Source: an optimization exercise on an open RTL-to-GDS flow (aim: small area). Production flows keep margins and buffers that such runs may drop. Only the layout flow was run in this run; the RTL was not checked for function there. No activity file was given, so power comes from the tool's default toggle rates.

## flow/config.mk

```make
export PLATFORM = sky130hd
export DESIGN_NAME = weight_stream_mem
export DESIGN_NICKNAME = weight_stream_mem
export VERILOG_FILES = /design/flow/design.v
export SDC_FILE = /design/flow/constraint.sdc
export NUM_CORES = 4
export LEC_CHECK = 0
export CAP_MARGIN = 30
export CORE_MARGIN = 2
export CORE_UTILIZATION = 40
export SLEW_MARGIN = 50
```

## flow/constraint.sdc

```tcl
create_clock -name core_clock -period 10.0 [get_ports {clk}]
set_input_delay 2.0000 -clock core_clock [delete_from_list [all_inputs] [get_ports {clk}]]
set_output_delay 2.0000 -clock core_clock [all_outputs]
set_load 0.01 [all_outputs]
```

## flow/design.v

```verilog
package wsm_pkg;
    typedef enum logic [1:0] {
        ST_IDLE  = 2'd0,
        ST_FETCH = 2'd1,
        ST_DRAIN = 2'd2
    } wsm_state_e;
    localparam int WSM_ADDR_W = 18;
    typedef struct packed {
        logic [WSM_ADDR_W-1:0] base;
        logic [WSM_ADDR_W:0]   len;
    } wsm_desc_t;
    localparam int WSM_MNIST_FIRST = 0;
    localparam int WSM_MNIST_LAST  = 7;
    localparam int WSM_CIFAR_FIRST = 16;
    localparam int WSM_CIFAR_LAST  = 59;
endpackage
module rom_generic #(
    parameter int    DATA_WIDTH = 8,
    parameter int    ADDR_WIDTH = 18
) (
    input  logic                  clk,
    input  logic                  en_i,
    input  logic [ADDR_WIDTH-1:0] addr_i,
    output logic [DATA_WIDTH-1:0] data_o
);
    logic [DATA_WIDTH-1:0] data_q;
    function automatic logic [DATA_WIDTH-1:0] image_word(input logic [ADDR_WIDTH-1:0] a);
        logic [DATA_WIDTH-1:0] fold;
        fold = '0;
        for (int i = DATA_WIDTH; i < ADDR_WIDTH; i++) begin
            fold[i % DATA_WIDTH] = fold[i % DATA_WIDTH] ^ a[i];
        end
        image_word = a[DATA_WIDTH-1:0] ^ fold;
    endfunction
    always_ff @(posedge clk) begin
        if (en_i) begin
            data_q <= image_word(addr_i);
        end
    end
    assign data_o = data_q;
endmodule
module wsm_fifo #(
    parameter int  WIDTH = 9,
    parameter int  DEPTH = 4,
    localparam int PTR_W = $clog2(DEPTH),
    localparam int CNT_W = PTR_W + 1
) (
    input  logic             clk,
    input  logic             rst_n,
    input  logic             flush_i,
    input  logic             wr_en_i,
    input  logic [WIDTH-1:0] wr_data_i,
    input  logic             rd_en_i,
    output logic [WIDTH-1:0] rd_data_o,
    output logic             empty_o,
    output logic [CNT_W-1:0] count_o
);
    logic [WIDTH-1:0] mem_q [DEPTH];
    logic [PTR_W-1:0] wr_ptr_q;
    logic [PTR_W-1:0] rd_ptr_q;
    logic [CNT_W-1:0] count_q;
    logic             do_wr;
    logic             do_rd;
    assign do_wr = wr_en_i && (count_q != CNT_W'(DEPTH)) && !flush_i;
    assign do_rd = rd_en_i && (count_q != '0) && !flush_i;
    always_ff @(posedge clk) begin
        if (do_wr) begin
            mem_q[wr_ptr_q] <= wr_data_i;
        end
    end
    always_ff @(posedge clk or negedge rst_n) begin
        if (!rst_n) begin
            wr_ptr_q <= '0;
            rd_ptr_q <= '0;
            count_q  <= '0;
        end else if (flush_i) begin
            wr_ptr_q <= '0;
            rd_ptr_q <= '0;
            count_q  <= '0;
        end else begin
            if (do_wr) wr_ptr_q <= wr_ptr_q + PTR_W'(1);
            if (do_rd) rd_ptr_q <= rd_ptr_q + PTR_W'(1);
            count_q <= count_q + CNT_W'(do_wr) - CNT_W'(do_rd);
        end
    end
    assign empty_o   = (count_q == '0);
    assign count_o   = count_q;
    assign rd_data_o = empty_o ? '0 : mem_q[rd_ptr_q];
endmodule
module weight_stream_mem #(
    parameter int    DATA_WIDTH = 8,
    parameter int    ADDR_WIDTH = 18,
    parameter int    NUM_LAYERS = 64,
    parameter int    FIFO_DEPTH = 4,
    localparam int   LAYER_W    = $clog2(NUM_LAYERS)
) (
    input  logic                  clk,
    input  logic                  rst_n,
    input  logic                  cfg_we,
    input  logic [LAYER_W-1:0]    cfg_layer,
    input  logic [ADDR_WIDTH-1:0] cfg_base,
    input  logic [ADDR_WIDTH:0]   cfg_len,
    output logic                  cfg_err,
    input  logic                  start,
    input  logic [LAYER_W-1:0]    layer_select,
    input  logic [ADDR_WIDTH-1:0] offset,
    input  logic [ADDR_WIDTH:0]   count,
    input  logic                  abort,
    output logic                  busy,
    output logic                  done,
    output logic                  err,
    output logic                  m_valid,
    input  logic                  m_ready,
    output logic [DATA_WIDTH-1:0] m_data,
    output logic                  m_last
);
    localparam int EXT_W = ADDR_WIDTH + 2;
    localparam int CNT_W = $clog2(FIFO_DEPTH) + 1;
    localparam logic [EXT_W-1:0] MEM_WORDS = EXT_W'(1) << ADDR_WIDTH;
    typedef struct packed {
        logic [ADDR_WIDTH-1:0] base;
        logic [ADDR_WIDTH:0]   len;
    } desc_t;
    logic [2*ADDR_WIDTH:0]  desc_q [NUM_LAYERS];
    desc_t                 sel_desc;
    logic                  cfg_err_q;
    logic [EXT_W-1:0]      cfg_end;
    logic [EXT_W-1:0]      req_end;
    logic                  cfg_ok;
    logic                  start_ok;
    wsm_pkg::wsm_state_e            state_q;
    logic                  busy_q;
    logic                  done_q;
    logic                  err_q;
    logic [ADDR_WIDTH-1:0] rd_addr_q;
    logic [ADDR_WIDTH:0]   remaining_q;
    logic                  req_v_q;
    logic                  req_last_q;
    logic [ADDR_WIDTH-1:0] req_addr_q;
    logic                  rd_v_q;
    logic                  rd_last_q;
    logic [DATA_WIDTH-1:0] rom_data;
    logic [DATA_WIDTH:0]   fifo_head;
    logic                  fifo_empty;
    logic [CNT_W-1:0]      fifo_count;
    logic [CNT_W:0]        pending;
    logic                  issue;
    logic                  pop;
    logic                  abort_act;
    assign sel_desc = desc_q[layer_select];
    assign cfg_end  = EXT_W'(cfg_base) + EXT_W'(cfg_len);
    assign cfg_ok   = (cfg_end <= MEM_WORDS);
    assign req_end  = EXT_W'(offset) + EXT_W'(count);
    assign start_ok = (count != '0) && (req_end <= EXT_W'(sel_desc.len));
    assign pending   = (CNT_W+1)'(fifo_count) + (CNT_W+1)'(req_v_q) + (CNT_W+1)'(rd_v_q);
    assign issue     = (state_q == wsm_pkg::ST_FETCH) && (pending < (CNT_W+1)'(FIFO_DEPTH));
    assign pop       = m_valid && m_ready;
    assign abort_act = abort && (state_q != wsm_pkg::ST_IDLE);
    always_ff @(posedge clk or negedge rst_n) begin
        if (!rst_n) begin
            cfg_err_q <= 1'b0;
        end else begin
            cfg_err_q <= cfg_we && !cfg_ok;
        end
    end
    for (genvar g = 0; g < NUM_LAYERS; g++) begin : g_desc
        always_ff @(posedge clk or negedge rst_n) begin
            if (!rst_n) begin
                desc_q[g] <= '0;
            end else if (cfg_we && cfg_ok && (cfg_layer == LAYER_W'(g))) begin
                desc_q[g] <= {cfg_base, cfg_len};
            end
        end
    end
    always_ff @(posedge clk or negedge rst_n) begin
        if (!rst_n) begin
            state_q     <= wsm_pkg::ST_IDLE;
            busy_q      <= 1'b0;
            done_q      <= 1'b0;
            err_q       <= 1'b0;
            rd_addr_q   <= '0;
            remaining_q <= '0;
            req_v_q     <= 1'b0;
            req_last_q  <= 1'b0;
            req_addr_q  <= '0;
            rd_v_q      <= 1'b0;
            rd_last_q   <= 1'b0;
        end else begin
            done_q    <= 1'b0;
            err_q     <= 1'b0;
            req_v_q   <= 1'b0;
            rd_v_q    <= req_v_q;
            rd_last_q <= req_last_q;
            case (state_q)
                wsm_pkg::ST_IDLE: begin
                    if (start) begin
                        if (start_ok) begin
                            rd_addr_q   <= sel_desc.base + offset;
                            remaining_q <= count;
                            state_q     <= wsm_pkg::ST_FETCH;
                            busy_q      <= 1'b1;
                        end else begin
                            err_q <= 1'b1;
                        end
                    end
                end
                wsm_pkg::ST_FETCH: begin
                    if (issue) begin
                        req_v_q     <= 1'b1;
                        req_addr_q  <= rd_addr_q;
                        req_last_q  <= (remaining_q == (ADDR_WIDTH+1)'(1));
                        rd_addr_q   <= rd_addr_q + ADDR_WIDTH'(1);
                        remaining_q <= remaining_q - (ADDR_WIDTH+1)'(1);
                        if (remaining_q == (ADDR_WIDTH+1)'(1)) begin
                            state_q <= wsm_pkg::ST_DRAIN;
                        end
                    end
                end
                wsm_pkg::ST_DRAIN: begin
                    if (pop && m_last) begin
                        done_q  <= 1'b1;
                        busy_q  <= 1'b0;
                        state_q <= wsm_pkg::ST_IDLE;
                    end
                end
                default: state_q <= wsm_pkg::ST_IDLE;
            endcase
            if (abort_act) begin
                state_q <= wsm_pkg::ST_IDLE;
                busy_q  <= 1'b0;
                done_q  <= 1'b0;
                req_v_q <= 1'b0;
                rd_v_q  <= 1'b0;
            end
        end
    end
    rom_generic #(
        .DATA_WIDTH (DATA_WIDTH),
        .ADDR_WIDTH (ADDR_WIDTH)
    ) u_rom (
        .clk    (clk),
        .en_i   (req_v_q),
        .addr_i (req_addr_q),
        .data_o (rom_data)
    );
    wsm_fifo #(
        .WIDTH (DATA_WIDTH + 1),
        .DEPTH (FIFO_DEPTH)
    ) u_fifo (
        .clk       (clk),
        .rst_n     (rst_n),
        .flush_i   (abort_act),
        .wr_en_i   (rd_v_q),
        .wr_data_i ({rd_last_q, rom_data}),
        .rd_en_i   (pop),
        .rd_data_o (fifo_head),
        .empty_o   (fifo_empty),
        .count_o   (fifo_count)
    );
    assign m_valid = !fifo_empty;
    assign m_last  = fifo_head[DATA_WIDTH];
    assign m_data  = fifo_head[DATA_WIDTH-1:0];
    assign busy    = busy_q;
    assign done    = done_q;
    assign err     = err_q;
    assign cfg_err = cfg_err_q;
endmodule
```

## flow/run.sh

```bash
#!/bin/bash
# synth_recipe.tcl (not shown) runs the flow's synth.tcl, then flattens the netlist and writes it again
# the make line also repeats each setting of config.mk as NAME=value (left out here)
make -C /OpenROAD-flow-scripts/flow DESIGN_CONFIG=/design/flow/config.mk WORK_HOME=/design/flow/orfs CLKGATE_MAP_FILE= SYNTH_SCRIPT=/design/flow/synth_recipe.tcl finish
```

==> flow_summary.yaml <==
status:
  status: "finished clean"
floorplan:
  fp.dieW_um: 537
  die_area_um2: 289000
  start_util_pct: 40.3
  fp.dieH_um: 537
  coreArea_um2: 283000
  num_rows: 195
  ios: 106
sta:
  hold_viol: 0
  fmax_mhz: 125
  drv_slew: 0
  tightestPinTransition_ns: 0.837
  fin_tns_setup_ns: 0
  period_share_pct: 80.1
  fin_worst_skew_ns: 0.0648
  slew_headroom_pct: 44.2
  rsz0062_at_grt: "false"
  setup-violations-final: 0
  min_period_ns: 8.01
placed_design:
  place_inst: 11600
  place_congestion: 0.954
  io_buffers: 105
  hpwlAfterDp_um: 294000
power_and_ir_drop:
  p_sw_mw: 6.42
  ir_drop_uv: 189
  power.leakage_nw: 62.9
  finalPower_mw: 24.9
  clkPwrFrac_pct: 40.8
  combPwrFrac_pct: 11.6
  internal-power_mw: 18.4
  seqPwrFrac_pct: 47.6
  swShare_pct: 25.8
  powerDensity_nw_per_um2: 191
global_routing:
  grt_pass1_wl_um: 685000
  grt_pass1_vias: 80700
  grt_start_max_net_pins: 83
  grt_use_total_pct: 34.3
  overflow: 0
  grt_antenna_before_repair: 28
clock_tree:
  post_cts_buffers: 0
  cts.sinks: 2484
  cts_buffer_depth: 4
  clock_latency_ns: 0.97
  cts_made_buffers: 281
  cts_tree: "yes"
  hold_buffers: 0
  path_clk_slew_ns: 0.06
  htree_levels: 5
  cts_resized: 0
  cts-root-buf: "clkbuf_16"
synthesis:
  syn-num-nets: 8287
  synth-compound-area-share_pct: 9.66
  synth_edf_count: 44
  synthCells: 8108
  ys_seq_elements: 2484
  async_flop_share_pct: 98.2
  synth_xor_area_share_pct: 0.381
  avgSynthCellArea_um2: 14.0
  ys_types: 81
  ys.flop_type: "dfrtp_1"
  synthMuxAreaShare_pct: 26.1
  synth_fa_ha_area_share_pct: 0.983
  yosysSeqAreaShare_pct: 54.8
  yosys_warnings: 4
  synth_top_family_by_area: "multiplexers"
  syn_area_um2: 114000
  synth_simple_gate_area_share_pct: 4.69
route:
  wl_per_cell_um: 41.5
  firstDrtPassIters: 7
  vias: 82400
  drtAntennaViolNets: 0
  highest-signal-layer: "met5"
  met2WireLength_um: 208000
  route.detailed.drc: 0
  drt-met1-wl_um: 190000
  routed_wl_um: 503000
  drt_iter0_drc: 11600
  met3_length_um: 68200
  viasPerCell: 6.80
hold_path:
  hp-class: "reg -> reg"
setup_path:
  crit_required_ns: 10.85
  start_kind: "input port"
  cp_max_fo: 13
  end_kind: "register"
  path_class: "in -> reg"
  worstPathArrival_ns: 8.86
layout:
  layout-drive-gt1-share_pct: 39.6
  area_growth_pct: 14.3
  nets: 8359
  n_fill_cell: 24600
  instances_no_fill: 12100
job:
  maxCapViolCount: 0
==> layout by cell type (no fill, tap or decap), types with 21 or more instances in the layout <==
cell | netlist | routed
clkbuf_16 | 0 | 288
o21ai_0 | 76 | 74
mux2_2 | 1555 | 1555
edfxtp_1 | 44 | 44
clkbuf_1 | 468 | 63
ha_1 | 83 | 83
mux2_4 | 705 | 705
buf_2 | 99 | 32
buf_4 | 43 | 245
a21oi_1 | 139 | 134
buf_12 | 5 | 74
buf_16 | 0 | 21
a22oi_1 | 925 | 925
a21o_1 | 22 | 21
a221oi_1 | 117 | 117
nand4_1 | 220 | 220
clkinv_2 | 0 | 23
nand4_4 | 49 | 52
clkbuf_8 | 0 | 62
inv_1 | 30 | 30
nor2_1 | 115 | 103
mux2_1 | 126 | 126
buf_6 | 77 | 64
nor3_1 | 100 | 40
clkdlybuf4s50_1 | 0 | 67
dfrtp_1 | 2440 | 2439
nand2_1 | 73 | 70
a22o_1 | 118 | 118
nor3_2 | 0 | 55
nor4_1 | 80 | 67
nand3_1 | 104 | 104
==> through the flow <==
step	hold WS [ns]	instance area (um^2)	utilization, %	worst slack [ns]
final	0.378	130000	46.0	1.99
after global routing	0.403	130000	46.0	1.63
after CTS	0.383	130000	45.9	2.38
after detailed placement	0.370	121000	42.8	1.44
after global placement	0.363	120000	42.4	0.886
after floorplan	0.354	114000	-	3.56
==> layout make-up <==
cell class                      count  area [um^2]  share of cell area [%]
Clock inverter                     47          502                   0.386
Multi-Input combinational cell   4862        48500                    37.3
Inverter                           30          113                  0.0865
Clock buffer                      407         8210                    6.31
Timing Repair Buffer              521         5710                    4.39
Sequential cell                  2484        62400                    47.9
Antenna cell                       15         37.5                  0.0288
Tap cell                         3743         4680                    3.60
==> flip-flops by register name, summed over array words and instances (netlist names), 2 cells and up <==
signal,count
desc_q,2368
u_fifo.mem_q,36
remaining_q,19
rd_addr_q,18
req_addr_q,18
u_rom.data_q,8
u_fifo.count_q,3
state_q,2
u_fifo.rd_ptr_q,2
u_fifo.wr_ptr_q,2
==> cells by family after synthesis <==
family,count (synthesis)
flip-flops,2484
multiplexers,2400
AO/OA/AOI/OAI,1487
AND/OR/NAND/NOR,840
buffers and inverters,762
adder cells (fa/ha/maj),87
XOR/XNOR,48
==> Yosys cell counts (all sizes together) (8+ instances only) <==
library cell	n	area share (%)
dfrtp	2440	54
mux2	2386	26
a22oi	925	6.1
clkbuf	468	1.5
nand4	272	2.2
buf	264	1.7
a21oi	139	0.61
a22o	118	0.91
a221oi	117	0.90
nor2	115	0.38
nand3	104	0.46
nor3	100	0.44
ha	83	0.91
nor4	80	0.44
o21ai	77	0.34
nand2	73	0.24
edfxtp	44	1.2
inv	30	0.099
xnor2	29	0.22
a21o	22	0.15
and2	18	0.099
xor2	18	0.14
nand2b	17	0.093
o21a	17	0.11
nor2b	14	0.077
and3	11	0.060
and4	9	0.069
mux4	9	0.18
or2	8	0.046
==> critical path, cell delays in order <==
cell	delay, ns
clkdlybuf4s50_1	0.67
fa_1	0.59
a21o_1	0.21
a21oi_1	0.38
o21bai_1	0.15
a31o_2	0.29
a41oi_1	0.36
o21ai_0	0.29
nand4_1	0.17
nand4b_1	0.12
a21oi_1	0.39
xnor2_4	0.23
ha_1	0.40
nand3_1	0.09
nor4_1	0.35
nand2_1	0.16
a21oi_1	0.24
o2111a_1	0.67
nand2_1	0.32
o21ai_1	0.22
buf_4	0.23
o21ai_0	0.10
a22oi_1	0.21
==> worst paths after layout <==
kind	cells after the start	start	slack, ns	to
min	0	req_last_q$_DFFE_PN0P_	0.38	rd_last_q$_DFF_PN0_
min reg2reg	0	req_last_q$_DFFE_PN0P_	0.38	rd_last_q$_DFF_PN0_
min in group asynchronous	1	rst_n	1.01	desc_q[9][35]$_DFFE_PN0P_
max reg2reg	19	desc_q[44][9]$_DFFE_PN0P_	4.56	remaining_q[0]$_DFFE_PN0P_
max in group asynchronous	6	rst_n	6.71	desc_q[6][22]$_DFFE_PN0P_
max	23	offset[1]	1.99	remaining_q[0]$_DFFE_PN0P_
==> metal layers <==
metal | GRT usage, % | vias to the layer above
li1 | - | 30700
met1 | 44.8 | 43800
met2 | 48.9 | 6077
met3 | 12.4 | 1756
met4 | 20.0 | 24
met5 | 0 | -
==> power by group through the flow <==
stage | clock network, mW | logic [mW] | registers (mW)
6_report | 10.1 | 2.89 | 11.8
5_1_grt | 10.6 | 3.10 | 11.9
4_1_cts | 10.1 | 2.83 | 11.8
3_5_place_dp | 0 | 2.82 | 12.0
3_3_place_gp | 0 | 2.70 | 11.9
2_1_floorplan | 0 | 1.88 | 11.7

[separate check: timing with driven ports]
The flow's constraints put no driver on any port. The routed layout listed below was extracted and timed again, unchanged, in two steps. Step 1 (the two cells are an assumption about what drives the block):
set clk [get_ports {clk}]
set_driving_cell -lib_cell sky130_fd_sc_hd__clkbuf_16 $clk
set_driving_cell -lib_cell sky130_fd_sc_hd__buf_2 [delete_from_list [all_inputs] $clk]
Step 2, shift: input delay + t, output delay - t, t = (earliest + latest rising clock arrival at the registers) / 2. This alone moves slack from input paths to output paths. a / b / c = no drivers / after step 1 / after step 2; a / b = the first two.
t (ns): 1.047
setup WS [ns]: 1.986 / 2.067 / 1.020
hold slack, ns: 0.378 / 0.378 / 0.378
slew at the worst register clock pin (ns): 0.07 / 0.07
After both steps setup and hold are still met in this run. The setup slack of this run moves by +0.081 ns with the drivers and by -0.966 ns with both steps.
